Source: an optimization exercise on an open RTL-to-GDS flow (aim: small area). Production flows keep margins and buffers that such runs may drop. The RTL was checked by simulation tests, not by an equivalence proof against the original design. Power figures rest on the tool's default switching activity, not on a simulated workload.

===== design/flow/config.mk =====
export PLATFORM = sky130hd
export DESIGN_NAME = ram_array
export DESIGN_NICKNAME = ram_array
export VERILOG_FILES = /design/flow/design.v
export SDC_FILE = /design/flow/constraint.sdc
export NUM_CORES = 4
export LEC_CHECK = 0
export ABC_AREA = 1
export CAP_MARGIN = 20
export CORE_MARGIN = 2
export CORE_UTILIZATION = 25
export PLACE_DENSITY = 0.35
export SLEW_MARGIN = 20

===== design/flow/constraint.sdc =====
create_clock -name core_clock -period 8.0 [get_ports {clock}]
set_input_delay 1.6000 -clock core_clock [delete_from_list [all_inputs] [get_ports {clock}]]
set_output_delay 1.6000 -clock core_clock [all_outputs]
set_load 0.01 [all_outputs]

===== design/flow/design.v =====
package ram_pkg;
    localparam logic [2:0] CYC_OPA = 3'd4;
    localparam logic [2:0] CYC_SRC = 3'd6;
    localparam logic [2:0] CYC_EXE = 3'd6;
    localparam logic [2:0] CYC_X3  = 3'd7;
    localparam logic [3:0] OP_WRM = 4'h0;
    localparam logic [3:0] OP_WMP = 4'h1;
    localparam logic [3:0] OP_SBM = 4'h8;
    localparam logic [3:0] OP_RDM = 4'h9;
    localparam logic [3:0] OP_ADM = 4'hB;
    localparam logic [3:0] SLOT_STAT = 4'd8;
    localparam logic [3:0] SLOT_OUT  = 4'd10;
    function automatic logic op_reads_mem(input logic [3:0] op);
        op_reads_mem = (op == OP_SBM) || (op == OP_RDM) || (op == OP_ADM);
    endfunction
    function automatic logic op_writes_status(input logic [3:0] op);
        op_writes_status = op[3:2] == 2'b01;
    endfunction
    function automatic logic op_reads_status(input logic [3:0] op);
        op_reads_status = op[3:2] == 2'b11;
    endfunction
endpackage
module ram_chip
#(
    parameter int CHIP_ID = 0
) (
    input  logic        clock,
    input  logic        reset,
    input  logic [2:0]  cyc,
    input  logic        cmd_n,
    input  logic [3:0]  data_i,
    input  logic [31:0] wd,
    input  logic        wb_hit,
    input  logic        wb_wr,
    input  logic [3:0]  wb_sel,
    input  logic [3:0]  wb_slot,
    output logic [3:0]  data_o,
    output logic        data_en,
    output logic [3:0]  out,
    output logic [31:0] row
);
    localparam logic [1:0] ID = 2'(CHIP_ID);
    logic        sel;
    logic        src;
    logic [1:0]  reg_addr;
    logic [3:0]  char_addr;
    logic [3:0]  inst;
    logic        inst_active;
    logic [31:0] mem_row [8];
    logic [31:0] stat_row [2];
    logic        exec;
    logic        cpu_wr_mem;
    logic        cpu_wr_st;
    logic        cpu_wr_out;
    logic [3:0]  cpu_row;
    logic [2:0]  cpu_nib;
    logic [9:0]  row_en;
    logic [7:0]  nib_en;
    logic        out_en;
    logic [3:0]  raddr;
    logic [10:0] rsel;
    assign exec       = (cyc == ram_pkg::CYC_EXE) && inst_active;
    assign cpu_wr_mem = exec && (inst == ram_pkg::OP_WRM);
    assign cpu_wr_out = exec && (inst == ram_pkg::OP_WMP);
    assign cpu_wr_st  = exec && ram_pkg::op_writes_status(inst);
    assign cpu_row    = inst[2] ? {3'b100, reg_addr[1]} : {1'b0, reg_addr, char_addr[3]};
    assign cpu_nib    = inst[2] ? {reg_addr[0], inst[1:0]} : char_addr[2:0];
    always_ff @(posedge clock) begin
        if (reset) begin
            sel         <= 1'b0;
            src         <= 1'b0;
            reg_addr    <= 2'd3;
            char_addr   <= 4'hF;
            inst        <= 4'h0;
            inst_active <= 1'b0;
        end else begin
            if (cyc == ram_pkg::CYC_SRC && !cmd_n) begin
                if (data_i[3:2] == ID) begin
                    sel      <= 1'b1;
                    src      <= 1'b1;
                    reg_addr <= data_i[1:0];
                end else begin
                    sel <= 1'b0;
                    src <= 1'b0;
                end
            end
            if (cyc == ram_pkg::CYC_X3 && cmd_n) begin
                inst_active <= 1'b0;
                if (src) begin
                    char_addr <= data_i;
                    src       <= 1'b0;
                end
            end
            if (cyc == ram_pkg::CYC_OPA && !cmd_n && sel) begin
                inst        <= data_i;
                inst_active <= 1'b1;
            end
        end
    end
    always_comb begin
        for (int r = 0; r < 8; r++) begin
            row_en[r] = (cpu_wr_mem && cpu_row[2:0] == 3'(r)) ||
                        (wb_wr && wb_slot == 4'(r));
        end
        for (int r = 8; r < 10; r++) begin
            row_en[r] = (cpu_wr_st && cpu_row[0] == 1'(r - 8)) ||
                        (wb_wr && wb_slot == 4'(r));
        end
        for (int j = 0; j < 8; j++) begin
            nib_en[j] = cyc[0] ? wb_sel[j / 2] : (cpu_nib == 3'(j));
        end
        out_en = reset || cpu_wr_out ||
                 (wb_wr && wb_slot == ram_pkg::SLOT_OUT && wb_sel[0]);
    end
    always_ff @(posedge clock) begin
        for (int r = 0; r < 8; r++) begin
            for (int j = 0; j < 8; j++) begin
                if (reset || (row_en[r] && nib_en[j])) begin
                    mem_row[r][4*j +: 4] <= wd[4*j +: 4];
                end
            end
        end
        for (int r = 0; r < 2; r++) begin
            for (int j = 0; j < 8; j++) begin
                if (reset || (row_en[8 + r] && nib_en[j])) begin
                    stat_row[r][4*j +: 4] <= wd[4*j +: 4];
                end
            end
        end
        if (out_en) begin
            out <= wd[3:0];
        end
    end
    assign raddr = cyc[0] ? (wb_hit ? wb_slot : 4'hF) : cpu_row;
    always_comb begin
        for (int r = 0; r < 11; r++) begin
            rsel[r] = (raddr == 4'(r));
        end
        row = {28'h0, {4{rsel[10]}} & out};
        for (int r = 0; r < 8; r++) begin
            row = row | ({32{rsel[r]}} & mem_row[r]);
        end
        for (int r = 0; r < 2; r++) begin
            row = row | ({32{rsel[8 + r]}} & stat_row[r]);
        end
    end
    always_comb begin
        data_en = exec && (ram_pkg::op_reads_mem(inst) || ram_pkg::op_reads_status(inst));
        data_o  = data_en ? row[4*cpu_nib +: 4] : 4'h0;
    end
endmodule
module ram_array
#(
    parameter int NUM_BANKS      = 1,
    parameter int CHIPS_PER_BANK = 2
) (
    input  logic                                  clock,
    input  logic                                  reset,
    input  logic [3:0]                            data_i,
    output logic [3:0]                            data_o,
    output logic                                  data_en,
    input  logic                                  sync,
    input  logic [NUM_BANKS-1:0]                  cmd_n,
    output logic [4*NUM_BANKS*CHIPS_PER_BANK-1:0] out,
    input  logic [31:0]                           wb_data_i,
    input  logic [31:0]                           wb_addr_i,
    input  logic [3:0]                            wb_sel_i,
    input  logic                                  wb_cyc_i,
    input  logic                                  wb_strobe_i,
    input  logic                                  wb_we_i,
    output logic [31:0]                           wb_data_o,
    output logic                                  wb_ack_o
);
    localparam int NCHIP = NUM_BANKS * CHIPS_PER_BANK;
    logic [2:0]       cyc;
    logic             wb_go;
    logic [25:0]      wb_chip;
    logic [3:0]       wb_slot;
    logic [NCHIP-1:0] wb_hit;
    logic [NCHIP-1:0] chip_en;
    logic [3:0]       chip_data [NCHIP];
    logic [31:0]      chip_row [NCHIP];
    logic [31:0]      wd;
    logic [31:0]      rd_word;
    logic             unused_ok;
    assign unused_ok = ^{sync, wb_addr_i[1:0]};
    assign wb_go   = (cyc == ram_pkg::CYC_X3) && wb_cyc_i && wb_strobe_i && !wb_ack_o;
    assign wb_chip = wb_addr_i[31:6];
    assign wb_slot = wb_addr_i[5:2];
    assign wd = reset ? 32'h0 : (cyc[0] ? wb_data_i : {8{data_i}});
    always_ff @(posedge clock) begin
        if (reset) begin
            cyc <= 3'd0;
        end else begin
            cyc <= cyc + 3'd1;
        end
    end
    always_ff @(posedge clock) begin
        if (reset) begin
            wb_ack_o <= 1'b0;
        end else begin
            wb_ack_o <= wb_go;
        end
    end
    for (genvar b = 0; b < NUM_BANKS; b++) begin : g_bank
        for (genvar c = 0; c < CHIPS_PER_BANK; c++) begin : g_chip
            localparam int K = b * CHIPS_PER_BANK + c;
            assign wb_hit[K] = wb_go && (wb_chip == 26'(K));
            ram_chip #(
                .CHIP_ID(c)
            ) u_chip (
                .clock   (clock),
                .reset   (reset),
                .cyc     (cyc),
                .cmd_n   (cmd_n[b]),
                .data_i  (data_i),
                .wd      (wd),
                .wb_hit  (wb_hit[K]),
                .wb_wr   (wb_hit[K] && wb_we_i),
                .wb_sel  (wb_sel_i),
                .wb_slot (wb_slot),
                .data_o  (chip_data[K]),
                .data_en (chip_en[K]),
                .out     (out[4*K +: 4]),
                .row     (chip_row[K])
            );
        end
    end
    always_comb begin
        data_o  = 4'h0;
        rd_word = 32'h0;
        for (int k = 0; k < NCHIP; k++) begin
            data_o  = data_o | chip_data[k];
            rd_word = rd_word | chip_row[k];
        end
        data_en = |chip_en;
    end
    always_ff @(posedge clock) begin
        if (reset) begin
            wb_data_o <= 32'h0;
        end else if (wb_go) begin
            wb_data_o <= rd_word;
        end
    end
endmodule

===== design/flow/run.sh =====
#!/bin/bash
# synth_recipe.tcl (not shown) runs the flow's synth.tcl, then flattens the netlist and writes it again
# the make line also repeats each setting of config.mk as NAME=value (left out here)
make -C /OpenROAD-flow-scripts/flow DESIGN_CONFIG=/design/flow/config.mk WORK_HOME=/design/flow/orfs CLKGATE_MAP_FILE= SYNTH_SCRIPT=/design/flow/synth_recipe.tcl finish

==> impl_results.md, run 1 <==
* Vias in the first global route at 22400
* Power Internal at ~6.8 mW
* Endpoints failing setup at 0
* Drt wl/cell at 25.7 um
* Crit path required time at 6.40 ns
* Crit. End Element: primary output
* Seq pwr share at 49.7%
* R2R depth at 11
* Clock Path Buffers at 3
* Final Slew Violations at 0
* Sink Count at 710
* Setup crit end: data_o[1]
* Initial antenna violation count at 12
* VDD IR-drop max at 150 uV
* First-pass GRT wire length at 169000 um
* HP Class: flip-flop to flip-flop
* TritonCTS clock tree: yes
* DRC viols at 0
* Input/output buffers at 121
* Mapped cell area at 30400 um2
* Cell Area, Placed at between 30000 and 40000 um2
* Routability-driven placement congestion ratio at 0.840
* Period Utilization, post-route at 95.3%
* Cts hold-fix bufs at 0
* Syn_nets at 2926
* Status: no timing/DRC/antenna violations
* Leak at 13.9 nW
* Sw frac at 23.0%
* Drt pass-1 iters at 5
* Min Tclk post-route at 7.63 ns
* Post-Route Setup TNS at 0 ns
* Main synth FF type: edfxtp_1
* GRT Util Overall at around a fifth
* EDFF count, synth at 648
* Number of nets in the layout at 3117
* H-tree Lvls at 3
* Slew margin rel. at 24.8%
* P_sw at about 2.0 mW
* Arrival time at the worst endpoint at 6.03 ns
* ANT cells at 0
* Synth async-reset ratio at 0%
* R2R Setup Slk at 4.10 ns
* Iter 0 DRT Violations at 2378
* Vias at between 20000 and 25000
* Root buf cell: clkbuf_16
* CTS buffer count at 85
* Clock share of power at around 45%
* GR Overflow Total at 0
* Most frequent cells in the layout: 695 x nand2_1, 648 x edfxtp_1, 450 x nand3_1
* Fill count at 12400
* Design Area, Final at approximately 37000 um2
* Largest net degree at the start of global routing at 104
* Tot Pwr at 8.84 mW
* Syn Inst Count at between 2000 and 3000
* Syn_area_per_cell at ~11 um2
* Setup Buffers After CTS at 0
* Clk_skew at 0.0180 ns
* Most common cell after layout, fill and taps aside: nand2_1
* Antenna Violating Nets Remaining at 0
* CP Class: primary input to primary output
* Placed cell count at 4559
* Pre-CTS setup slack at 0.340 ns
* Die W at 353 um
* Share of cells above drive strength 1 at between 10% and 20%
* Hold Vio Cnt, Final at 0
* Worst Setup SP: wb_addr_i[19]
* Avg Vias per Cell at roughly 4.8
* Crit path launch type: primary input
* Worst skew pair latency at 0.67 ns
* Synthesis-stage register bit count at between 700 and 800
* Reg2reg start: cyc[0]
* Fmax at 0.131 GHz
* Initial Util at 25.3%
* Max cap viols at 0
* Max FO, Critical Path at 9
* Die Height at roughly 350 um
* Site Rows at 127
* RSZ-0062 raised after global routing: false
* Pwr per Cell Area at 240 nW/um2
* R2r endpoint: g_bank[0].g_chip[1].u_chip.mem_row[2][18]
* Post-synthesis sequential area ratio at 68.1%
* HPWL after DPL at 83800 um
* WL final at 121000 um
* Ys Warns at 9
* Die ar. at 124000 um2
* Ports at roughly 130
* Hold WS at between 0.4 and 0.5 ns
* Syn-to-layout area delta at 21.4%
* Core area at 120000 um2
* Fin util at 30.7%
* Clk slew on worst S/H paths at 0.06 ns
* Combinational cell fraction of total power at 5.4%
* Yosys cell types at 37
* CTS resizes at 0
* Final Non-Filler Cells at 4716
* Worst-Margin Slew at 1.12 ns
* Crit path setup slack, layout at 0.372 ns
## worst max-delay path, stage by stage
cell             delay (ns)
clkdlybuf4s50_1        0.40
nor2_1                 0.25
buf_4                  0.19
nand2_1                0.05
nor2_1                 0.08
nand2_1                0.07
nor2_1                 0.29
nand3_1                0.14
nand2_1                0.23
nand2_1                0.16
nor2_2                 0.49
buf_4                  0.32
nand2_1                0.07
nand3_1                0.12
nor2_1                 0.12
nand3_1                0.08
nand2_1                0.06
o21ai_1                0.36
nand3_1                0.15
nand2_1                0.19
clkdlybuf4s50_1        0.58
## logic make-up (layout without fill, tap and decap cells)
family | count (synthesis) | in the layout | share of synthesized area, %
simple gates | 1485 | 1485 | 21.4
fa+ha+maj | 4 | 4 | 0.165
buf+inv | 286 | 547 | 4.15
flops | 710 | 710 | 68.1
compound gates | 358 | 358 | 6.20
## layer usage
| layer | part of all wire (%) | GRT usage (%) | vias up |
|---|---|---|---|
| met2 | 45 | 29.8 | 824 |
| met4 | 2.4 | 5.09 | 6 |
| met5 | 0.029 | 0 | - |
| met1 | 46 | 27.0 | 11200 |
| met3 | 6.8 | 3.60 | 160 |
| li1 | - | - | 10400 |
## worst min-delay path by stage
stage	startpoint	to	slack, ns	depth (start not counted)
after global placement	g_bank[0].g_chip[0].u_chip.inst_active	g_bank[0].g_chip[0].u_chip.inst_active	0.46	2
after CTS	g_bank[0].g_chip[0].u_chip.sel	g_bank[0].g_chip[0].u_chip.sel	0.47	2
final	g_bank[0].g_chip[1].u_chip.sel	g_bank[0].g_chip[1].u_chip.sel	0.47	2
after floorplan	g_bank[0].g_chip[0].u_chip.char_addr[0]	g_bank[0].g_chip[0].u_chip.char_addr[0]	0.42	2
after detailed placement	g_bank[0].g_chip[0].u_chip.sel	g_bank[0].g_chip[0].u_chip.sel	0.46	2
after global routing	g_bank[0].g_chip[0].u_chip.sel	g_bank[0].g_chip[0].u_chip.sel	0.49	2
## cell usage after synthesis (2+ instances only)
cell type | instances | area, um2
ha_1 | 4 | 50.1
nand2_4 | 4 | 45.0
buf_2 | 55 | 275
dfxtp_1 | 62 | 1240
buf_1 | 4 | 15.0
buf_6 | 5 | 56.3
nor3_1 | 6 | 30.0
nor2_4 | 9 | 101
nor2_2 | 9 | 56.3
nand3b_1 | 6 | 45.0
inv_1 | 138 | 518
nand2_2 | 11 | 68.8
a31oi_1 | 6 | 37.5
nand3_1 | 450 | 2250
a21oi_1 | 77 | 385
a41oi_1 | 13 | 114
o211ai_1 | 3 | 22.5
nand2_1 | 695 | 2610
clkinv_1 | 2 | 7.51
o21ai_0 | 237 | 1190
o21ai_1 | 14 | 70.1
buf_4 | 22 | 165
nor2_1 | 252 | 946
inv_2 | 20 | 75.1
a311oi_1 | 2 | 17.5
edfxtp_1 | 648 | 19500
o32ai_1 | 4 | 35.0
clkbuf_1 | 40 | 150
nand4_1 | 33 | 206
nand3_2 | 5 | 50.1
## cell type report
type	count	area, um2	share of cell area (%)
timing repair buffer	230	2160	5.86
clock buffer	100	2290	6.20
inverter	160	606	1.64
clock inverter	57	557	1.51
sequential	710	20700	56.1
tap	1612	2020	5.47
multi-input combinational	1847	8550	23.2
## flip-flops by register name, summed over array words and instances (netlist names)
name / flops
g_bank.g_chip.u_chip.out: 8
g_bank.g_chip.u_chip.inst_active: 2
g_bank.g_chip.u_chip.reg_addr: 4
g_bank.g_chip.u_chip.inst: 8
g_bank.g_chip.u_chip.stat_row: 128
g_bank.g_chip.u_chip.char_addr: 8
wb_data_o: 32
cyc: 3
g_bank.g_chip.u_chip.mem_row: 512
wb_ack_o: 1
g_bank.g_chip.u_chip.sel: 2
g_bank.g_chip.u_chip.src: 2
## power by group through the flow
stage	Combinational, mW	Clock, mW	Sequential (mW)
detailed placement	0.484	0	4.47
finish	0.480	3.97	4.39
floorplan	0.218	0	4.45
global placement	0.482	0	4.46
global route	0.517	4.18	4.41
CTS	0.486	4.05	4.39
==> run 2, diff against run 1 <==
--- a/design/flow/design.v
+++ b/design/flow/design.v
@@ -33,3 +33,3 @@
     input  logic        wb_hit,
-    input  logic        wb_wr,
+    input  logic        wb_we,
     input  logic [3:0]  wb_sel,
@@ -58,4 +58,7 @@
     logic [7:0]  nib_en;
+    logic [9:0]  row_ok;
+    logic [7:0]  nib_ok;
     logic        out_en;
     logic [3:0]  raddr;
+    logic        wr_any;
     logic [10:0] rsel;
@@ -100,9 +103,5 @@
     always_comb begin
-        for (int r = 0; r < 8; r++) begin
-            row_en[r] = (cpu_wr_mem && cpu_row[2:0] == 3'(r)) ||
-                        (wb_wr && wb_slot == 4'(r));
-        end
-        for (int r = 8; r < 10; r++) begin
-            row_en[r] = (cpu_wr_st && cpu_row[0] == 1'(r - 8)) ||
-                        (wb_wr && wb_slot == 4'(r));
+        wr_any = cyc[0] ? wb_we : (cpu_wr_mem || cpu_wr_st);
+        for (int r = 0; r < 10; r++) begin
+            row_en[r] = wr_any && rsel[r];
         end
@@ -111,4 +110,6 @@
         end
+        row_ok = row_en | {10{reset}};
+        nib_ok = nib_en | {8{reset}};
         out_en = reset || cpu_wr_out ||
-                 (wb_wr && wb_slot == ram_pkg::SLOT_OUT && wb_sel[0]);
+                 (cyc[0] && wb_we && rsel[10] && wb_sel[0]);
     end
@@ -117,3 +118,3 @@
             for (int j = 0; j < 8; j++) begin
-                if (reset || (row_en[r] && nib_en[j])) begin
+                if (row_ok[r] && nib_ok[j]) begin
                     mem_row[r][4*j +: 4] <= wd[4*j +: 4];
@@ -124,3 +125,3 @@
             for (int j = 0; j < 8; j++) begin
-                if (reset || (row_en[8 + r] && nib_en[j])) begin
+                if (row_ok[8 + r] && nib_ok[j]) begin
                     stat_row[r][4*j +: 4] <= wd[4*j +: 4];
@@ -138,2 +139,4 @@
         end
+    end
+    always_comb begin
         row = {28'h0, {4{rsel[10]}} & out};
@@ -189,3 +192,4 @@
     assign wb_slot = wb_addr_i[5:2];
-    assign wd = reset ? 32'h0 : (cyc[0] ? wb_data_i : {8{data_i}});
+    assign wd = ({32{cyc[0] && !reset}} & wb_data_i) |
+                ({32{!cyc[0] && !reset}} & {8{data_i}});
     always_ff @(posedge clock) begin
@@ -218,3 +222,3 @@
                 .wb_hit  (wb_hit[K]),
-                .wb_wr   (wb_hit[K] && wb_we_i),
+                .wb_we   (wb_we_i),
                 .wb_sel  (wb_sel_i),
==> design/flow/flow/run.sh (new file) <==
#!/bin/bash
# Layout flow: the standard flow (standard.sh) with three changes:
#  - synthesis is the standard flow's own script, except that ABC maps the logic with its
#    area mapper (flow/abc_area.script) instead of the ORFS delay script;
#  - ports are buffered with sky130_fd_sc_hd__buf_1;
#  - CTS clusters more sinks per buffer and inserts no dummy loads.
# Each step's full output goes to a log of its own in the work folder.
set -euo pipefail
W=$(pwd)
F=$W/flow

# Synthesis: synth_recipe.tcl with the abc call pointed at the area script
{
  printf 'proc abc {args} { set i [lsearch $args -script]; lset args [expr {$i + 1}] %s; yosys abc {*}$args }\n' "$F/abc_area.script"
  cat "$W/synth_recipe.tcl"
} > "$W/area_synth.tcl"
bash "$W/standard.sh" "SYNTH_SCRIPT=$W/area_synth.tcl" synth > "$W/synth.log" 2>&1

CTS="-sink_clustering_enable -repair_clock_nets -dont_use_dummy_load"
CTS="$CTS -sink_clustering_size 16 -sink_clustering_max_diameter 50"
CTS="$CTS -buf_list {sky130_fd_sc_hd__clkbuf_8}"

bash "$W/standard.sh" \
  "BUFFER_PORTS_ARGS=-buffer_cell sky130_fd_sc_hd__buf_1" \
  "CTS_ARGS=$CTS" \
  finish > "$W/layout.log" 2>&1
==> design/flow/flow/abc_area.script (new file) <==
strash
dc2
dch -f
amap
topo
==> design/flow/standard.sh (new file) <==
#!/bin/bash
# synth_recipe.tcl (not shown) runs the flow's synth.tcl, then flattens the netlist and writes it again
# the make line also repeats each setting of config.mk as NAME=value (left out here)
make -C /OpenROAD-flow-scripts/flow DESIGN_CONFIG=/design/flow/config.mk WORK_HOME=/design/flow/orfs CLKGATE_MAP_FILE= SYNTH_SCRIPT=/design/flow/synth_recipe.tcl "${@:-finish}"
==> design/flow/config.mk (replaced) <==
export PLATFORM = sky130hd
export DESIGN_NAME = ram_array
export DESIGN_NICKNAME = ram_array
export VERILOG_FILES = /design/flow/design.v
export SDC_FILE = /design/flow/constraint.sdc
export NUM_CORES = 4
export LEC_CHECK = 0
export CAP_MARGIN = 10
export CORE_MARGIN = 2
export CORE_UTILIZATION = 70
export PLACE_DENSITY = 0.8
export SLEW_MARGIN = 10
removed: design/flow/run.sh
==> impl_results.md, run 2 <==
* CP Class: primary input to primary output
* Met3 Usage GRT at 15.5% (+12 points)
* Leak at 9.47 nW (-32%)
* Period Utilization, post-route at 95.8% (+0.46 points)
* Mapped cell area at 26600 um2 (-13%)
* Most Used Layer, Global Route: met2
* GR Overflow Total at 0 (unchanged)
* Largest stage delay on the critical path at 0.57 ns (about the same)
* Post-Route Setup TNS at 0 ns (unchanged)
* Crit path required time at 6.40 ns (about the same)
* Tot Pwr at 6.63 mW (-25%)
* Synthesis-stage register bit count at 710 (unchanged)
* Largest register FFs at 512 (unchanged)
* Max cap viols at 0 (unchanged)
* Met2 Usage GRT at 60.4% (+31 points)
* Synth area leaders: edfxtp_1 73%, a222oi_1 5.4%, dfxtp_1 4.7%
* Share of cells above drive strength 1 at 9.60% (-1.1 points)
* EDFF count, synth at 648 (unchanged)
* Syn_nets at 1755 (-40%)
* Delay-heaviest family, CP: simple AND/OR/NAND/NOR gates
* Input/output buffers at 121 (unchanged)
* RSZ-0062 raised after global routing: false
* Vias in the first global route at 17400 (-22%)
* Root buf cell: clkbuf_8
* First-pass GRT wire length at 114000 um (-33%)
* Antenna Violating Nets Remaining at 0 (unchanged)
* Area leader, netlist: edfxtp_1
* Slew margin rel. at 7.53% (-17 points)
* DRC viols at 0 (unchanged)
* Ports at 125 (unchanged)
* GRT Util Overall at 41.5% (+22 points)
* Clock Path Buffers at 3 (unchanged)
* Sink Count at 710 (unchanged)
* Drt wl/cell at 32.9 um (+28%)
* Final Slew Violations at 0 (unchanged)
* Fill count at 2134 (-83%)
* Routability-driven placement congestion ratio at 0.982 (+17%)
* Most common cell after layout, fill and taps aside: edfxtp_1
* Post-synthesis sequential area ratio at 77.9% (+9.8 points)
* Site Rows at 71 (-44%)
* Commonest cells post-synth: 648 x edfxtp_1, 190 x nor2_1, 142 x a222oi_1
* Status: no timing/DRC/antenna violations
* Largest reg by FF count: g_bank.g_chip.u_chip.mem_row
* Design Area, Final at 29400 um2 (-20%)
* Cell Area, Placed at 28600 um2 (-16%)
* Die ar. at 39500 um2 (-68%)
* Main synth FF type: edfxtp_1
* Die Height at 199 um (-44%)
* HPWL after DPL at 53600 um (-36%)
* Hold WS at 0.491 ns (+0.0170 ns)
* Initial Util at 70.8% (+46 points)
* VDD IR-drop max at 199 uV (+33%)
* Drt pass-1 iters at 9 (+4)
* Iter 0 DRT Violations at 3141 (+32%)
* Min Tclk post-route at 7.66 ns (+0.0367 ns)
* CP bufs+invs at 3 (-1)
* Die W at 199 um (-44%)
* Clk slew on worst S/H paths at 0.08 ns (+0.02 ns)
* CP most frequent cell: buf_1
* Syn-to-layout area delta at 10.5%
* Initial antenna violation count at 2 (-10)
* Vias at 18300 (-19%)
* Crit path launch type: primary input
* WL final at 80700 um (-33%)
* Synth async-reset ratio at 0% (unchanged)
* Most frequent cells in the layout: 648 x edfxtp_1, 185 x nor2_1, 142 x a222oi_1
* Arrival time at the worst endpoint at 6.06 ns (+0.03 ns)
* Crit. End Element: primary output
* H-tree Lvls at 2 (-1)
* Worst skew pair latency at 0.70 ns (+0.03 ns)
* Cell chain of the critical path: buf_1, nor4_1, nand4_1, or4_1, or3_1, o21ai_0, nand2_1, nor3_4, buf_4, a222oi_1, and4_1, a32oi_1, a31oi_1, o31ai_1, buf_1
* Max FO, Critical Path at 21 (+12)
* Yosys cell types at 39 (+5.4%)
* Fmax at 0.130 GHz (-0.48%)
* Clk_skew at 0.0654 ns (+0.0474 ns)
* Most common cell in the netlist: edfxtp_1
* Syn_area_per_cell at 15.9 um2 (+49%)
* Pwr per Cell Area at 226 nW/um2 (-5.7%)
* Hold Vio Cnt, Final at 0 (unchanged)
* Met1 usage at 55.2% (+28 points)
* Endpoints failing setup at 0 (unchanged)
* Core area at 37500 um2 (-69%)
* Number of nets in the layout at 2023 (-35%)
* CP max-delay cell: o31ai_1
* HP Class: flip-flop to flip-flop
* Avg Vias per Cell at 7.46 (+56%)
* Ys Warns at 9 (unchanged)
* TritonCTS clock tree: yes
* Syn Inst Count at 1672 (-41%)
* Worst-Margin Slew at 1.39 ns (+0.263 ns)
* Largest net degree at the start of global routing at 60 (-42%)
* Setup Buffers After CTS at 0 (unchanged)
* Largest regs: g_bank.g_chip.u_chip.mem_row: 512 flops, g_bank.g_chip.u_chip.stat_row: 128 flops, wb_data_o: 32 flops
* Synth top area share at 73.3% (+9.2 points)
* CTS buffer count at 52 (-39%)
## run 2: cell count changes after synthesis, moves of 51 or more
| cell | delta |
|---|---|
| a222oi_1 | +142 |
| a22oi_1 | +73 |
| and4_1 | +51 |
| buf_2 | -55 |
| clkinv_1 | +80 |
| inv_1 | -138 |
| nand2_1 | -612 |
| nand3_1 | -422 |
| nor2_1 | -62 |
| o21ai_0 | -161 |
## run 2: layout make-up
class	instances	area (um2)	share of cell area [%]
Sequential cell	710	20700	70.5
Multi-Input combinational cell	880	5740	19.6
Timing Repair Buffer	214	1230	4.19
Clock buffer	52	716	2.44
Tap cell	511	639	2.18
Inverter	82	308	1.05
Antenna cell	8	20.0	0.0682
## run 2: routing by layer
| metal | up-vias | routed length [um] |
|---|---|---|
| li1 | 7482 | - |
| met1 | 8773 | 26900 |
| met4 | 0 | 4720 |
| met2 | 1758 | 35200 |
| met5 | - | 0 |
| met3 | 304 | 14000 |
## run 2: repair_timing
item / 4_1_cts / 5_1_grt
hold buffers: 0 / 0
gates resized for setup: 0 / 1
endpoints found under the setup margin: 0 / 2
## run 2: report_power, final
group          internal [mW]  leakage (nW)  switching (mW)
Sequential              4.34          6.84          0.0698
Clock                  0.581         0.374            1.06
Combinational          0.136          2.26           0.450
Total                   5.05          9.47            1.58
## run 2: final timing paths
| check | startpoint | to | slack (ns) | cells past startpoint |
|---|---|---|---|---|
| worst min register to register | g_bank[0].g_chip[1].u_chip.char_addr[1] | g_bank[0].g_chip[1].u_chip.char_addr[1] | 0.49 | 2 |
| worst max-delay path | wb_addr_i[14] | data_o[0] | 0.34 | 15 |
| worst min-delay path | g_bank[0].g_chip[1].u_chip.char_addr[1] | g_bank[0].g_chip[1].u_chip.char_addr[1] | 0.49 | 2 |
| worst max register to register | cyc[0] | g_bank[0].g_chip[1].u_chip.stat_row[0][0] | 3.24 | 14 |
## run 2: metrics by stage
step | setup slack, ns | std cells | util [%]
after floorplan | 0.00627 | 1672 | -
after global placement | 0.381 | 2397 | 76.3
after detailed placement | 0.355 | 2397 | 76.3
after CTS | 0.321 | 2449 | 78.2
after global routing | 0.113 | 2450 | 78.2
final | 0.336 | 2457 | 78.3
## run 2: kinds of logic (layout without fill, tap and decap cells)
kind of cell               Yosys count  after routing  synth area share, %
DFF                                710            710                 77.9
AOI/OAI and AO/OA                  459            459                 13.2
buffers and inverters               82            348                 1.16
and+or+nand+nor                    417            417                 7.50
adders and majority gates            4              4                0.188
other                                0              8                    0
## run 2: worst reg2reg max path, cell delays in order, from the launching register on
cell and delay [ns]:
dfxtp_1 0.51, ha_1 0.30, ha_1 0.23, nand4b_1 0.11, buf_4 0.21, inv_2 0.05
nand3b_1 0.15, o21ai_0 0.09, o21ai_0 0.38, clkinv_1 0.41, nand2_1 0.25, nor2_2 0.07
buf_4 0.23, a21oi_2 1.05, nor2_1 0.37
==> run 3, diff against run 2 <==
--- a/design/flow/flow/run.sh
+++ b/design/flow/flow/run.sh
@@ -19,3 +19,3 @@
 CTS="-sink_clustering_enable -repair_clock_nets -dont_use_dummy_load"
-CTS="$CTS -sink_clustering_size 16 -sink_clustering_max_diameter 50"
+CTS="$CTS -sink_clustering_size 18 -sink_clustering_max_diameter 55"
 CTS="$CTS -buf_list {sky130_fd_sc_hd__clkbuf_8}"
==> impl_results.md, run 3 <==
* Setup Buffers After CTS at 0 (unchanged)
* Period Utilization, post-route at 95.7% (-0.10 points)
* Ys Warns at 9 (unchanged)
* VDD IR-drop max at 198 uV (-0.50%)
* Initial antenna violation count at 4 (+2)
* Clock Path Buffers at 3 (unchanged)
* Status: no timing/DRC/antenna violations
* Largest register FFs at 512 (unchanged)
* Syn_nets at 1755 (unchanged)
* Iter 0 DRT Violations at 3288 (+4.7%)
* Syn_area_per_cell at 15.9 um2 (unchanged)
* Area leader, netlist: edfxtp_1
* Antenna Violating Nets Remaining at 0 (unchanged)
* Final Slew Violations at 0 (unchanged)
* Initial Util at 70.8% (unchanged)
* DRC viols at 0 (unchanged)
* Input/output buffers at 121 (unchanged)
* Die Height at 199 um (unchanged)
* Most common cell after layout, fill and taps aside: edfxtp_1
* Arrival time at the worst endpoint at 6.06 ns (about the same)
* Fmax at 0.131 GHz (+0.11%)
* Ports at 125 (unchanged)
* Endpoints failing setup at 0 (unchanged)
* CTS buffer count at 48 (-7.7%)
* Hold WS at 0.486 ns (-0.00536 ns)
* Post-synthesis sequential area ratio at 77.9% (unchanged)
* Avg Vias per Cell at 7.50 (+0.61%)
* Cts hold-fix bufs at 0 (unchanged)
* Die W at 199 um (unchanged)
* Clk_skew at 0.0800 ns (+0.0147 ns)
* HP Class: flip-flop to flip-flop
* Leak at 9.44 nW (-0.30%)
* Die ar. at 39500 um2 (unchanged)
* Slew margin rel. at 9.03% (+1.5 points)
* GRT Util Overall at 41.5% (about the same)
* CP Class: primary input to primary output
* GR Overflow Total at 0 (unchanged)
* Max FO, Critical Path at 21 (unchanged)
* Mapped cell area at 26600 um2 (unchanged)
* Synth area leaders: edfxtp_1 73%, a222oi_1 5.4%, dfxtp_1 4.7%
* Synth top area share at 73.3% (unchanged)
* RSZ-0062 raised after global routing: false
* Site Rows at 71 (unchanged)
* Synthesis-stage register bit count at 710 (unchanged)
* Min Tclk post-route at 7.66 ns (-0.00836 ns)
* WL final at 80800 um (about the same)
* H-tree Lvls at 2 (unchanged)
* TritonCTS clock tree: yes
* CTS resizes at 0 (unchanged)
* Routability-driven placement congestion ratio at 0.982 (unchanged)
* Clk slew on worst S/H paths at 0.08 ns (about the same)
* Number of nets in the layout at 2019 (-0.20%)
* Main synth FF type: edfxtp_1
* Pwr per Cell Area at 224 nW/um2 (-0.68%)
* Worst skew pair latency at 0.71 ns (about the same)
* Fin util at 78.2% (-0.14 points)
* Crit path required time at 6.40 ns (about the same)
* Vias at 18400 (+0.49%)
* Yosys cell types at 39 (unchanged)
* Root buf cell: clkbuf_8
* First-pass GRT wire length at 114000 um (about the same)
* EDFF count, synth at 648 (unchanged)
* Sink Count at 710 (unchanged)
* Vias in the first global route at 17400 (-0.29%)
* Worst-Margin Slew at 1.36 ns (-0.0226 ns)
* Largest reg by FF count: g_bank.g_chip.u_chip.mem_row
* Commonest cells post-synth: 648 x edfxtp_1, 190 x nor2_1, 142 x a222oi_1
* HPWL after DPL at 53600 um (unchanged)
* Syn Inst Count at 1672 (unchanged)
* Drt wl/cell at 32.9 um (+0.15%)
* Share of cells above drive strength 1 at 9.41% (-0.19 points)
* Hold Vio Cnt, Final at 0 (unchanged)
* Crit path launch type: primary input
* Core area at 37500 um2 (unchanged)
* Post-Route Setup TNS at 0 ns (unchanged)
* Max cap viols at 0 (unchanged)
* Drt pass-1 iters at 10 (+1)
* Tot Pwr at 6.57 mW (-0.86%)
* Most frequent cells in the layout: 648 x edfxtp_1, 185 x nor2_1, 142 x a222oi_1
* Largest net degree at the start of global routing at 60 (unchanged)
* Synth async-reset ratio at 0% (unchanged)
* Most common cell in the netlist: edfxtp_1
* Largest regs: g_bank.g_chip.u_chip.mem_row: 512 flops, g_bank.g_chip.u_chip.stat_row: 128 flops, wb_data_o: 32 flops
* Crit. End Element: primary output
* Syn-to-layout area delta at 10.3%
run 3: cell counts after synthesis:
Identical to the previous run, type by type.
run 3: through the flow:
stage,cell area (um2),setup WS (ns),cells
after CTS,29300,0.324,2445
after floorplan,26600,0.00627,1672
after global placement,28600,0.381,2397
final,29300,0.344,2454
after global routing,29300,0.114,2446
after detailed placement,28600,0.355,2397
run 3: logic make-up after synthesis:
logic type	Yosys count	synth area share [%]
DFF	710	77.9
AOI/OAI and AO/OA	459	13.2
and+or+nand+nor	417	7.50
buffers and inverters	82	1.16
adders and majority gates	4	0.188
run 3: layer usage:
| metal | vias up | global-route usage [%] | wire (um) |
|---|---|---|---|
| li1 | 7479 | - | - |
| met1 | 8803 | 55.9 | 26800 |
| met2 | 1804 | 59.9 | 34800 |
| met3 | 319 | 13.9 | 14000 |
| met4 | 2 | 24.4 | 5090 |
| met5 | - | 0 | 13 |
run 3: layout make-up:
| class | count | area, um2 |
|---|---|---|
| Antenna cell | 9 | 22.5 |
| Clock buffer | 48 | 661 |
| Fill cell | 2145 | 8190 |
| Inverter | 82 | 308 |
| Multi-Input combinational cell | 880 | 5740 |
| Sequential cell | 710 | 20700 |
| Tap cell | 511 | 639 |
| Timing Repair Buffer | 214 | 1230 |
run 3: path summary, 6_finish.rpt:
check,from,to,slack [ns],cells past startpoint
hold / removal,g_bank[0].g_chip[1].u_chip.char_addr[1],g_bank[0].g_chip[1].u_chip.char_addr[1],0.49,2
setup / recovery,wb_addr_i[14],data_o[0],0.34,15
setup reg to reg,cyc[0],g_bank[0].g_chip[1].u_chip.stat_row[0][0],3.20,14
hold reg to reg,g_bank[0].g_chip[1].u_chip.char_addr[1],g_bank[0].g_chip[1].u_chip.char_addr[1],0.49,2
run 3: where the power goes:
part	switching, mW	leakage [nW]	internal (mW)	total [mW]
Clock	1.04	0.345	0.539	1.58
Combinational	0.451	2.26	0.136	0.587
Sequential	0.0700	6.84	4.34	4.41
run 3: critical path, cell delays in order:
cell and delay [ns]:
buf_1 0.08, nor4_1 0.28, nand4_1 0.15, or4_1 0.44, or3_1 0.41, o21ai_0 0.31
nand2_1 0.24, nor3_4 0.54, buf_4 0.44, a222oi_1 0.16, and4_1 0.23, a32oi_1 0.22
a31oi_1 0.12, o31ai_1 0.59, buf_1 0.21
==> run 4, diff against run 3 <==
--- a/design/flow/config.mk
+++ b/design/flow/config.mk
@@ -9,4 +9,4 @@
 export CORE_MARGIN = 2
-export CORE_UTILIZATION = 70
-export PLACE_DENSITY = 0.8
+export CORE_UTILIZATION = 75
+export PLACE_DENSITY = 0.85
 export SLEW_MARGIN = 10
==> impl_results.md, run 4 <==
* Endpoints failing setup at 0 (unchanged)
* Cts hold-fix bufs at 0 (unchanged)
* CP Class: primary input to primary output
* Drt wl/cell at 34.7 um (+5.4%)
* Syn_nets at 1755 (unchanged)
* Clk slew on worst S/H paths at 0.07 ns (about the same)
* Vias in the first global route at 18400 (+5.7%)
* Crit path launch type: primary input
* Hold_sp: wb_data_o[30]
* Ports at 125 (unchanged)
* Ys Warns at 9 (unchanged)
* Arrival time at the worst endpoint at 6.17 ns (+0.11 ns)
* Synth async-reset ratio at 0% (unchanged)
* Vias at 18700 (+1.8%)
* Synthesis-stage register bit count at 710 (unchanged)
* Hold WS at 0.521 ns (+0.0350 ns)
* Post-Route Setup TNS at 0 ns (unchanged)
* Largest regs: g_bank.g_chip.u_chip.mem_row: 512 flops, g_bank.g_chip.u_chip.stat_row: 128 flops, wb_data_o: 32 flops
* Synth top area share at 73.3% (unchanged)
* Mapped cell area at 26600 um2 (unchanged)
* Die Height at 192 um (-3.3%)
* Most frequent cells in the layout: 648 x edfxtp_1, 185 x nor2_1, 142 x a222oi_1
* Syn_area_per_cell at 15.9 um2 (unchanged)
* H-tree Lvls at 2 (unchanged)
* HP Class: flip-flop to flip-flop
* Largest stage delay on the critical path at 0.52 ns (-0.07 ns)
* Max FO, Critical Path at 17 (-19%)
* Reg2reg start: cyc[0]
* Largest register FFs at 512 (unchanged)
* Most common cell in the netlist: edfxtp_1
* Min Tclk post-route at 7.77 ns (+0.111 ns)
* Post-synthesis sequential area ratio at 77.9% (unchanged)
* CTS resizes at 0 (unchanged)
* Drt pass-1 iters at 9 (-1)
* Iter 0 DRT Violations at 4105 (+25%)
* Max cap viols at 0 (unchanged)
* Cell chain of the critical path: buf_1, nor4_1, nand2_1, or4_1, or3_1, o21ai_0, o21ai_0, nor3_2, buf_4, buf_4, a22o_1, a21oi_1, and4_1, o221ai_1, o221ai_1, o31ai_1, buf_1
* Setup Buffers After CTS at 0 (unchanged)
* Crit. End Element: primary output
* R2r endpoint: g_bank[0].g_chip[1].u_chip.mem_row[4][17]
* Crit path required time at 6.40 ns (about the same)
* Slew margin rel. at 14.8% (+5.8 points)
* Pwr per Cell Area at 226 nW/um2 (+0.85%)
* Worst skew pair latency at 0.68 ns (-0.03 ns)
* Avg Vias per Cell at 7.89 (+5.2%)
* Clk_skew at 0.0690 ns (-0.0111 ns)
* Fill count at 1650 (-23%)
* Hold Path Depth at 2 (unchanged)
* Hold Vio Cnt, Final at 0 (unchanged)
* Number of nets in the layout at 2003 (-0.79%)
* Commonest cells post-synth: 648 x edfxtp_1, 190 x nor2_1, 142 x a222oi_1
* Sink of the worst hold path: wb_data_o[30]
* Die ar. at 36900 um2 (-6.5%)
* Largest reg by FF count: g_bank.g_chip.u_chip.mem_row
* TritonCTS clock tree: yes
* Area leader, netlist: edfxtp_1
* GRT Util Overall at 45.8% (+4.3 points)
* Antenna Violating Nets Remaining at 0 (unchanged)
* Yosys cell types at 39 (unchanged)
* Input/output buffers at 121 (unchanged)
* DRC viols at 0 (unchanged)
* Most common cell after layout, fill and taps aside: edfxtp_1
* Period Utilization, post-route at 97.1% (+1.4 points)
* Fmax at 0.129 GHz (-1.4%)
* Share of cells above drive strength 1 at 8.92% (-0.50 points)
* Synth area leaders: edfxtp_1 73%, a222oi_1 5.4%, dfxtp_1 4.7%
* Status: no timing/DRC/antenna violations
* FF+latch area at 20700 um2 (unchanged)
* Site Rows at 68 (-4.2%)
* R2R depth at 15 (+1)
* Core area at 34700 um2 (-7.4%)
* EDFF count, synth at 648 (unchanged)
* First-pass GRT wire length at 118000 um (+3.3%)
* R2R Setup Slk at 3.02 ns (-0.18 ns)
* Final Slew Violations at 0 (unchanged)
* Syn Inst Count at 1672 (unchanged)
* RSZ-0062 raised after global routing: false
* Initial antenna violation count at 2 (-2)
* Main synth FF type: edfxtp_1
* Syn-to-layout area delta at 9.80%
* Root buf cell: clkbuf_8
* WL final at 82400 um (+2.0%)
* Die W at 192 um (-3.3%)
* VDD IR-drop max at 279 uV (+41%)
* Delay-heaviest family, CP: simple AND/OR/NAND/NOR gates
* Initial Util at 76.5% (+5.7 points)
* Routability-driven placement congestion ratio at 0.980 (-0.22%)
* CP max-delay cell: nor3_2
* Leak at 9.38 nW (-0.64%)
* Multi-input combinational cell area at 5760 um2 (+0.33%)
* Largest net degree at the start of global routing at 60 (unchanged)
* Clock Path Buffers at 3 (unchanged)
* GR Overflow Total at 0 (unchanged)
* CTS buffer count at 48 (unchanged)
* Sink Count at 710 (unchanged)
* Worst-Margin Slew at 1.28 ns (-0.0868 ns)
* CP bufs+invs at 4 (+1)
* HPWL after DPL at 54100 um (+0.95%)
run 4: cell counts after synthesis:
Identical to the previous run, type by type.
run 4: cell type report:
cell class              count  share of cell area, %
repair buffers            198                   3.97
well taps                 455                   1.95
diodes                      2                 0.0172
flip-flops and latches    710                   71.0
clock buffers              48                   2.27
inverters                  82                   1.06
multi-input cells         880                   19.7
run 4: report_power, final:
group / leakage, nW / internal (mW) / switching [mW]
combinational: 2.20 / 0.131 / 0.461
sequential: 6.84 / 4.34 / 0.0745
clock: 0.345 / 0.540 / 1.05
total: 9.38 / 5.01 / 1.59
run 4: per-stage QoR:
| step | power (mW) | instances | setup slack, ns | util, % | area (um2) |
|---|---|---|---|---|---|
| 3_3_place_gp | 5.00 | 2325 | 0.598 | 82.0 | 28500 |
| 2_1_floorplan | 4.74 | 1672 | 0.00627 | - | 26600 |
| 3_5_place_dp | 5.05 | 2325 | 0.439 | 82.0 | 28500 |
| 4_1_cts | 6.53 | 2373 | 0.418 | 83.9 | 29100 |
| 6_report | 6.60 | 2375 | 0.233 | 84.0 | 29200 |
| 5_1_grt | 6.70 | 2373 | 0.0471 | 84.0 | 29200 |
run 4: tightest hold or removal path, stage by stage (launching register included):
cell,delay [ns]
dfxtp_1,0.31
a21oi_1,0.12
a31oi_1,0.05
run 4: metal layers:
metal,part of all wire (%),track usage (%),wire length [um]
met1,31,60.7,25300
met2,44,66.0,36000
met4,5.9,25.6,4850
met3,20,17.7,16200
met5,0,0,0
run 4: how the worst max path moves through the flow:
stage,start,end,cells past startpoint,slack [ns]
floorplan,wb_addr_i[23],data_o[3],13,0.006
global placement,wb_addr_i[18],data_o[0],16,0.60
global route,wb_addr_i[18],data_o[3],18,0.05
CTS,wb_addr_i[18],data_o[2],17,0.42
finish,wb_addr_i[25],data_o[2],17,0.23
detailed placement,wb_addr_i[18],data_o[2],17,0.44
run 4: cells by family (layout without fill, tap and decap cells):
| group | count (synthesis) | after routing | synth area share, % |
|---|---|---|---|
| flops | 710 | 710 | 77.9 |
| compound gates | 459 | 459 | 13.2 |
| simple gates | 417 | 417 | 7.50 |
| buf+inv | 82 | 328 | 1.16 |
| fa+ha+maj | 4 | 4 | 0.188 |
| other cells | 0 | 2 | 0 |
==> run 5, diff against run 4 <==
--- a/design/flow/config.mk
+++ b/design/flow/config.mk
@@ -11,2 +11,2 @@
 export PLACE_DENSITY = 0.85
-export SLEW_MARGIN = 10
+export SLEW_MARGIN = 0
==> impl_results.md, run 5 <==
* Initial antenna violation count at 4 (+2)
* Largest net degree at the start of global routing at 60 (unchanged)
* Input/output buffers at 121 (unchanged)
* Share of cells above drive strength 1 at 8.94% (+0.020 points)
* Number of nets in the layout at 2010 (+0.35%)
* Worst Setup SP: wb_addr_i[18]
* Avg Vias per Cell at 7.94 (+0.66%)
* Period Utilization, post-route at 97.3% (+0.26 points)
* Root buf cell: clkbuf_8
* Syn_nets at 1755 (unchanged)
* Pwr per Cell Area at 226 nW/um2 (about the same)
* CTS buffer count at 48 (unchanged)
* Final Slew Violations at 0 (unchanged)
* Status: no timing/DRC/antenna violations
* Clk slew on worst S/H paths at 0.07 ns (about the same)
* WL final at 83000 um (+0.71%)
* Most frequent cells in the layout: 648 x edfxtp_1, 185 x nor2_1, 142 x a222oi_1
* Endpoints failing setup at 0 (unchanged)
* CP Class: primary input to primary output
* Worst skew pair latency at 0.68 ns (about the same)
* Fmax at 0.128 GHz (-0.27%)
* Max cap viols at 0 (unchanged)
* Cts hold-fix bufs at 0 (unchanged)
* HP Class: flip-flop to flip-flop
* CTS resizes at 0 (unchanged)
* Post-Route Setup TNS at 0 ns (unchanged)
* Leak at 9.41 nW (+0.29%)
* Main synth FF type: edfxtp_1
* Synth async-reset ratio at 0% (unchanged)
* H-tree Lvls at 2 (unchanged)
* R2R depth at 15 (unchanged)
* Clk_skew at 0.0732 ns (+0.00419 ns)
* Arrival time at the worst endpoint at 6.19 ns (+0.02 ns)
* Largest register FFs at 512 (unchanged)
* Initial Util at 76.5% (unchanged)
* Slew margin rel. at 17.8% (+3.0 points)
* Reg2reg start: cyc[0]
* Fin util at 84.1% (+0.11 points)
* Core area at 34700 um2 (unchanged)
* Hold Vio Cnt, Final at 0 (unchanged)
* Clock Path Buffers at 3 (unchanged)
* Commonest cells post-synth: 648 x edfxtp_1, 190 x nor2_1, 142 x a222oi_1
* Syn Inst Count at 1672 (unchanged)
* Syn-to-layout area delta at 9.95%
* R2r endpoint: g_bank[0].g_chip[1].u_chip.mem_row[4][17]
* Die W at 192 um (unchanged)
* VDD IR-drop max at 276 uV (-0.95%)
* Ys Warns at 9 (unchanged)
* Largest reg by FF count: g_bank.g_chip.u_chip.mem_row
* Setup Buffers After CTS at 0 (unchanged)
* Crit path required time at 6.40 ns (about the same)
* Synth top area share at 73.3% (unchanged)
* Area leader, netlist: edfxtp_1
* Post-synthesis sequential area ratio at 77.9% (unchanged)
* Site Rows at 68 (unchanged)
* Most common cell in the netlist: edfxtp_1
* HPWL after DPL at 54100 um (unchanged)
* Routability-driven placement congestion ratio at 0.980 (unchanged)
* Mapped cell area at 26600 um2 (unchanged)
* EDFF count, synth at 648 (unchanged)
* R2R Setup Slk at 2.96 ns (-0.06 ns)
* Die Height at 192 um (unchanged)
* Vias in the first global route at 18400 (unchanged)
* Ports at 125 (unchanged)
* Die ar. at 36900 um2 (unchanged)
* GRT Util Overall at 45.8% (unchanged)
* Setup crit end: data_o[2]
* RSZ-0062 raised after global routing: false
* Drt pass-1 iters at 10 (+1)
* Most common cell after layout, fill and taps aside: edfxtp_1
* Synth area leaders: edfxtp_1 73%, a222oi_1 5.4%, dfxtp_1 4.7%
* Sink Count at 710 (unchanged)
* DRC viols at 0 (unchanged)
* Min Tclk post-route at 7.79 ns (+0.0208 ns)
* GR Overflow Total at 0 (unchanged)
* Worst-Margin Slew at 1.23 ns (-0.0445 ns)
* First-pass GRT wire length at 118000 um (unchanged)
* Vias at 18900 (+1.1%)
* Yosys cell types at 39 (unchanged)
* Max FO, Critical Path at 17 (unchanged)
* Drt wl/cell at 34.8 um (+0.29%)
* Antenna Violating Nets Remaining at 0 (unchanged)
* Largest regs: g_bank.g_chip.u_chip.mem_row: 512 flops, g_bank.g_chip.u_chip.stat_row: 128 flops, wb_data_o: 32 flops
* Crit. End Element: primary output
* Synthesis-stage register bit count at 710 (unchanged)
* Iter 0 DRT Violations at 4067 (-0.93%)
* Syn_area_per_cell at 15.9 um2 (unchanged)
* Crit path launch type: primary input
* TritonCTS clock tree: yes
[run 5: changes by cell type in the layout (fill, tap and decap cells not counted), sizes merged]
cell / previous run / this run
buf: 197 / 204
diode: 2 / 5
[run 5: worst max-delay path, stage by stage]
cell and delay, ns:
buf_1 0.07, nor4_1 0.29, nand4_1 0.14, or4_1 0.42, or3_1 0.39, o21ai_0 0.17, o21ai_0 0.43, nor3_2 0.52
buf_4 0.44, buf_4 0.34, a22o_1 0.19, a21oi_1 0.06, and4_1 0.27, o221ai_1 0.25, o221ai_1 0.17, o31ai_1 0.12
buf_1 0.29
[run 5: how the worst min path moves through the flow]
stage	slack, ns	startpoint	cells past startpoint	end
finish	0.52	wb_data_o[30]	2	wb_data_o[30]
global route	0.54	g_bank[0].g_chip[1].u_chip.char_addr[0]	2	g_bank[0].g_chip[1].u_chip.char_addr[0]
CTS	0.52	wb_data_o[30]	2	wb_data_o[30]
detailed placement	0.50	g_bank[0].g_chip[1].u_chip.char_addr[1]	2	g_bank[0].g_chip[1].u_chip.char_addr[1]
global placement	0.45	g_bank[0].g_chip[1].u_chip.char_addr[1]	2	g_bank[0].g_chip[1].u_chip.char_addr[1]
floorplan	0.43	g_bank[0].g_chip[1].u_chip.char_addr[1]	2	g_bank[0].g_chip[1].u_chip.char_addr[1]
[run 5: cell type report]
type | instances | area [um2]
Antenna cell | 5 | 12.5
Clock buffer | 48 | 661
Fill cell | 1652 | 5520
Inverter | 82 | 308
Multi-Input combinational cell | 880 | 5740
Sequential cell | 710 | 20700
Tap cell | 455 | 569
Timing Repair Buffer | 205 | 1210
[run 5: through the flow]
| step | power [mW] | std cells | setup WS [ns] | instance area (um2) | hold slack, ns |
|---|---|---|---|---|---|
| after floorplan | 4.74 | 1672 | 0.00627 | 26600 | 0.432 |
| after global placement | 5.00 | 2325 | 0.598 | 28500 | 0.449 |
| after detailed placement | 5.05 | 2325 | 0.439 | 28500 | 0.500 |
| after CTS | 6.53 | 2373 | 0.418 | 29100 | 0.516 |
| after global routing | 6.71 | 2380 | 0.0527 | 29200 | 0.538 |
| final | 6.60 | 2385 | 0.212 | 29200 | 0.524 |
[run 5: report_power, final]
group / internal, mW / switching [mW]
logic: 0.134 / 0.463
clock network: 0.539 / 1.05
registers: 4.34 / 0.0757
total: 5.01 / 1.59
[run 5: routing by layer]
layer	part of all wire, %	GRT usage (%)
met5	0.016	0
met4	6.5	25.6
met3	20	17.7
met2	43	66.0
met1	31	60.7
[run 5: kinds of logic (layout without fill, tap and decap cells)]
family	after synthesis	count (layout)	share of synthesized area (%)
AOI/OAI and AO/OA	459	459	13.2
adders and majority gates	4	4	0.188
buffers and inverters	82	335	1.16
DFF	710	710	77.9
other	0	5	0
and+or+nand+nor	417	417	7.50

-- what the ideal ports hide --
In the flow no input, the clock included, has a driving cell. The finished layouts below were timed again as built, in two steps. Step 1, drivers: a clkbuf_16 drives clock and a buf_2 each remaining input, both assumed. Step 2 moves the port delays by t, midway between the first and last clock arrival at a register: inputs arrive t later, outputs are due t later. That takes back most of the time a late clock gives input paths. Three values: ideal ports, drivers, drivers and shift; two values: the first two.
| run | shift t [ns] | setup slack, ns | pins driven straight from the clock port |
|---|---|---|---|
| run 1 | 0.728 | 0.372 / 0.343 / 0.343 | 1 |
| run 2 | 0.714 | 0.336 / 0.314 / 0.314 | 1 |
| run 3 | 0.716 | 0.344 / 0.323 / 0.323 | 1 |
| run 4 | 0.697 | 0.233 / 0.209 / 0.209 | 1 |
| run 5 | 0.698 | 0.212 / 0.190 / 0.190 | 1 |
After both steps setup and hold are still met in every run listed. The setup slack of run 1, which loses most, moves by -0.029 ns with the drivers and by -0.029 ns with both steps.
